From an optimization exercise on the open Yosys and OpenROAD flow, aimed at small area and a short achievable clock period; shortcuts taken in it are not production practice.

// mc_rf_top
module mc_rf_top #(
	parameter int NUM_CS = 8
) (
	input  logic clk,
	input  logic rst,
	input  logic bus_cyc_i,
	input  logic bus_stb_i,
	input  logic bus_we_i,
	input  logic [31:0] bus_addr_i,
	input  logic [mc_pkg::DATA_W-1:0] bus_data_i,
	input  logic mc_sts_i,
	input  logic cs_le_i,
	input  logic init_ack_i,
	input  logic lmr_ack_i,
	output logic ack_o,
	output logic [mc_pkg::DATA_W-1:0] rd_data_o,
	output logic wp_err_o,
	output logic [mc_pkg::MAX_CS-1:0] cs_o,
	output logic [mc_pkg::DATA_W-1:0] csc_sel_o,
	output logic [mc_pkg::DATA_W-1:0] tms_sel_o,
	output logic [mc_pkg::MAX_CS-1:0] cs_need_rfr_o,
	output logic [2:0] ref_int_o,
	output logic [7:0] rfr_ps_val_o,
	output logic mc_vpen_o,
	output logic fs_o,
	output logic init_req_o,
	output logic lmr_req_o,
	output logic [mc_pkg::MAX_CS-1:0] spec_req_cs_o
);
clock: 7.0 ns
lec_check: 0
cap_margin: 20
core_margin: 2
core_utilization: 60
cts_buf_list: sky130_fd_sc_hd__clkbuf_8
cts_cluster_diameter: 60
cts_cluster_size: 14
setup_slack_margin: 3.7
slew_margin: 20
standard.sh (not shown) runs the stock make flow with config.mk's settings and CLKGATE_MAP_FILE= SYNTH_SCRIPT=/design/flow/synth_recipe.tcl, a recipe that flattens the netlist after the stock synthesis.
==> flow/flow/run.sh <==
#!/bin/bash
# Standard ORFS layout (standard synthesis script), with resizing free to
# change cell footprints, plain buffers on the ports, and the slow
# single-size a222oi cell kept out of mapping and resizing.
set -euo pipefail
DU="$(cat flow/dont_use.txt)"
bash standard.sh MATCH_CELL_FOOTPRINT=0 "BUFFER_PORTS_ARGS=-buffer_cell sky130_fd_sc_hd__buf_2" "DONT_USE_CELLS=$DU" finish > standard.log 2>&1
==> flow/flow/dont_use.txt <==
sky130_fd_sc_hd__probe_p_8 sky130_fd_sc_hd__probec_p_8 sky130_fd_sc_hd__lpflow_bleeder_1 sky130_fd_sc_hd__lpflow_clkbufkapwr_1 sky130_fd_sc_hd__lpflow_clkbufkapwr_16 sky130_fd_sc_hd__lpflow_clkbufkapwr_2 sky130_fd_sc_hd__lpflow_clkbufkapwr_4 sky130_fd_sc_hd__lpflow_clkbufkapwr_8 sky130_fd_sc_hd__lpflow_clkinvkapwr_1 sky130_fd_sc_hd__lpflow_clkinvkapwr_16 sky130_fd_sc_hd__lpflow_clkinvkapwr_2 sky130_fd_sc_hd__lpflow_clkinvkapwr_4 sky130_fd_sc_hd__lpflow_clkinvkapwr_8 sky130_fd_sc_hd__lpflow_decapkapwr_12 sky130_fd_sc_hd__lpflow_decapkapwr_3 sky130_fd_sc_hd__lpflow_decapkapwr_4 sky130_fd_sc_hd__lpflow_decapkapwr_6 sky130_fd_sc_hd__lpflow_decapkapwr_8 sky130_fd_sc_hd__lpflow_inputiso0n_1 sky130_fd_sc_hd__lpflow_inputiso0p_1 sky130_fd_sc_hd__lpflow_inputiso1n_1 sky130_fd_sc_hd__lpflow_inputiso1p_1 sky130_fd_sc_hd__lpflow_inputisolatch_1 sky130_fd_sc_hd__lpflow_isobufsrc_1 sky130_fd_sc_hd__lpflow_isobufsrc_16 sky130_fd_sc_hd__lpflow_isobufsrc_2 sky130_fd_sc_hd__lpflow_isobufsrc_4 sky130_fd_sc_hd__lpflow_isobufsrc_8 sky130_fd_sc_hd__lpflow_isobufsrckapwr_16 sky130_fd_sc_hd__lpflow_lsbuf_lh_hl_isowell_tap_1 sky130_fd_sc_hd__lpflow_lsbuf_lh_hl_isowell_tap_2 sky130_fd_sc_hd__lpflow_lsbuf_lh_hl_isowell_tap_4 sky130_fd_sc_hd__lpflow_lsbuf_lh_isowell_4 sky130_fd_sc_hd__lpflow_lsbuf_lh_isowell_tap_1 sky130_fd_sc_hd__lpflow_lsbuf_lh_isowell_tap_2 sky130_fd_sc_hd__lpflow_lsbuf_lh_isowell_tap_4 sky130_fd_sc_hd__a222oi_1
==> next run, changes <==
--- a/flow/design.v
+++ b/flow/design.v
@@ -237,90 +237,70 @@
 		tms_d = '0;
 		tms_fill = 1'b0;
 		for (int i = 0; i < N; i++)
 		begin
 			if (i == N - 1)
 				csc_d = csc_d | ({W{sel[i] & csc_v[i]}} & csc_q[i]);
 			else
 				csc_d = csc_d | ({W{sel[i]}} & csc_q[i]);
 			tms_d = tms_d | ({W{sel[i]}} & tms_q[i]);
 			tms_fill = tms_fill | (sel[i] & ~tms_v[i]);
 		end
+		tms_d = tms_d | {W{tms_fill}};
 	end
-	logic [W-1:0] tms_sel_q;
-	logic tms_sel_fill;
-	always_ff @(posedge clk)
-	begin
-		if (load)
-			tms_sel_q <= tms_d;
-	end
-	always_ff @(posedge clk or posedge rst)
-	begin
-		if (rst)
-			tms_sel_fill <= 1'b1;
-		else if (load)
-			tms_sel_fill <= tms_fill;
-	end
-	assign tms_sel_o = tms_sel_q | {W{tms_sel_fill}};
 	always_ff @(posedge clk or posedge rst)
 	begin
 		if (rst)
 		begin
 			cs_o <= '0;
 			wp_err_o <= 1'b0;
 			csc_sel_o <= '0;
+			tms_sel_o <= mc_pkg::TMS_RESET;
 		end
 		else if (load)
 		begin
 			cs_o <= '0;
 			cs_o[N-1:0] <= match;
 			wp_err_o <= |(match & wp_bit) & bus_we_i;
 			csc_sel_o <= csc_d;
+			tms_sel_o <= tms_d;
 		end
 		else if (!bus_cyc_i)
 			wp_err_o <= 1'b0;
 	end
-	logic [W-1:0] rd_d, rd_even, rd_odd;
+	logic [W-1:0] rd_d;
 	logic [4:0] rd_idx;
 	logic rd_csr, rd_mask, rd_fill;
-	logic [N-1:0] rd_slot;
+	logic [N-1:0] rd_csc, rd_tms;
 	assign rd_idx = bus_addr_i[6:2];
-	assign rd_csr = rd_idx[4:1] == 4'(mc_pkg::REG_IDX_CSR >> 1);
-	assign rd_mask = rd_idx[4:1] == 4'(mc_pkg::REG_IDX_MASK >> 1);
+	assign rd_csr = rd_idx == mc_pkg::REG_IDX_CSR;
+	assign rd_mask = rd_idx == mc_pkg::REG_IDX_MASK;
 	for (genvar i = 0; i < N; i++)
 	begin : g_rd
-		assign rd_slot[i] = rd_idx[4:1] == 4'((mc_pkg::REG_IDX_CS_BASE >> 1) + i);
+		assign rd_csc[i] = rd_idx == 5'(mc_pkg::REG_IDX_CS_BASE + 2 * i);
+		assign rd_tms[i] = rd_idx == 5'(mc_pkg::REG_IDX_CS_BASE + 2 * i + 1);
 	end
 	always_comb
 	begin
-		rd_even = ({W{rd_csr}} & {rfr_ps_val_q, 13'b0, ref_int_q, 5'b0, fs_q, vpen_q, mc_sts_i}) |
+		rd_d = ({W{rd_csr}} & {rfr_ps_val_q, 13'b0, ref_int_q, 5'b0, fs_q, vpen_q, mc_sts_i}) |
 			({W{rd_mask}} & {{(W - 11){1'b0}}, mask_q});
-		rd_odd = '0;
 		rd_fill = 1'b0;
 		for (int i = 0; i < N; i++)
 		begin
-			rd_even = rd_even | ({W{rd_slot[i] & csc_v[i]}} & csc_q[i]);
-			rd_odd = rd_odd | ({W{rd_slot[i]}} & tms_q[i]);
-			rd_fill = rd_fill | (rd_slot[i] & ~tms_v[i]);
+			rd_d = rd_d | ({W{rd_csc[i] & csc_v[i]}} & csc_q[i]) | ({W{rd_tms[i]}} & tms_q[i]);
+			rd_fill = rd_fill | (rd_tms[i] & ~tms_v[i]);
 		end
-		rd_d = rd_idx[0] ? rd_odd : rd_even;
-		rd_fill = rd_fill & rd_idx[0];
+		rd_d = rd_d | {W{rd_fill}};
 	end
-	logic [W-1:0] rd_q;
-	logic rd_fill_q;
 	always_ff @(posedge clk)
-	begin
-		rd_q <= rd_d;
-		rd_fill_q <= rd_fill;
-	end
-	assign rd_data_o = rd_q | {W{rd_fill_q}};
+		rd_data_o <= rd_d;
 	logic init_ack_q, lmr_ack_q;
 	logic init_done_q, lmr_done_q;
 	logic [N-1:0] grant_q;
 	logic [N-1:0] init_first, lmr_first;
 	logic done_busy;
 	assign init_first = init_pending & (~init_pending + 1'b1);
 	assign lmr_first = lmr_pending & (~lmr_pending + 1'b1);
 	assign done_busy = init_done_q | lmr_done_q;
 	always_ff @(posedge clk or posedge rst)
 	begin
 		if (rst)
After rerunning: The new run finished clean; synthesized area went down by 1.4%; routed wire length rose by 13%; core utilization rose by 0.18 points; worst setup slack improves by 0.061 ns; clock-buffer cell count grows by 1; non-clock buffer count went down by 2; design area decreases by about 1.6%; global-route usage rose by 6.0 points; die area goes down by 1.3%; critical path depth decreases by 1; hold slack got worse by 0.0083 ns; maximum frequency climbs by about 1.8%.
Function was not checked in any run of this note: the RTL went through the layout flow alone.

[afterwards: timing with drivers on the ports]
No port has a modelled driver above. Below, the same layouts with a new extraction and two added sets of constraints. Step 1 sets driving cells, clkbuf_16 on the clock port and buf_2 on the other inputs (assumed; they add their load-dependent delay and slew). Step 2 adds t to the input delays and takes it off the output delays; t is the mean of the earliest and latest rising clock arrival at the registers after step 1. Input paths then give back, and output paths get back, about the clock's delay inside the block. Three values: ideal, step 1, step 2; two values: the first two.
| run | shift t [ns] | slack for setup (ns) | worst register clock-pin slew, ns |
|---|---|---|---|
| the first run | 0.770 | 3.581 / 3.597 / 2.827 | 0.11 / 0.11 |
| the second run | 0.776 | 3.642 / 3.681 / 2.904 | 0.10 / 0.10 |
After both steps every run listed still meets setup and hold. For the first run, which loses most, drivers alone change the setup slack by +0.016 ns; drivers and shift together by -0.754 ns.
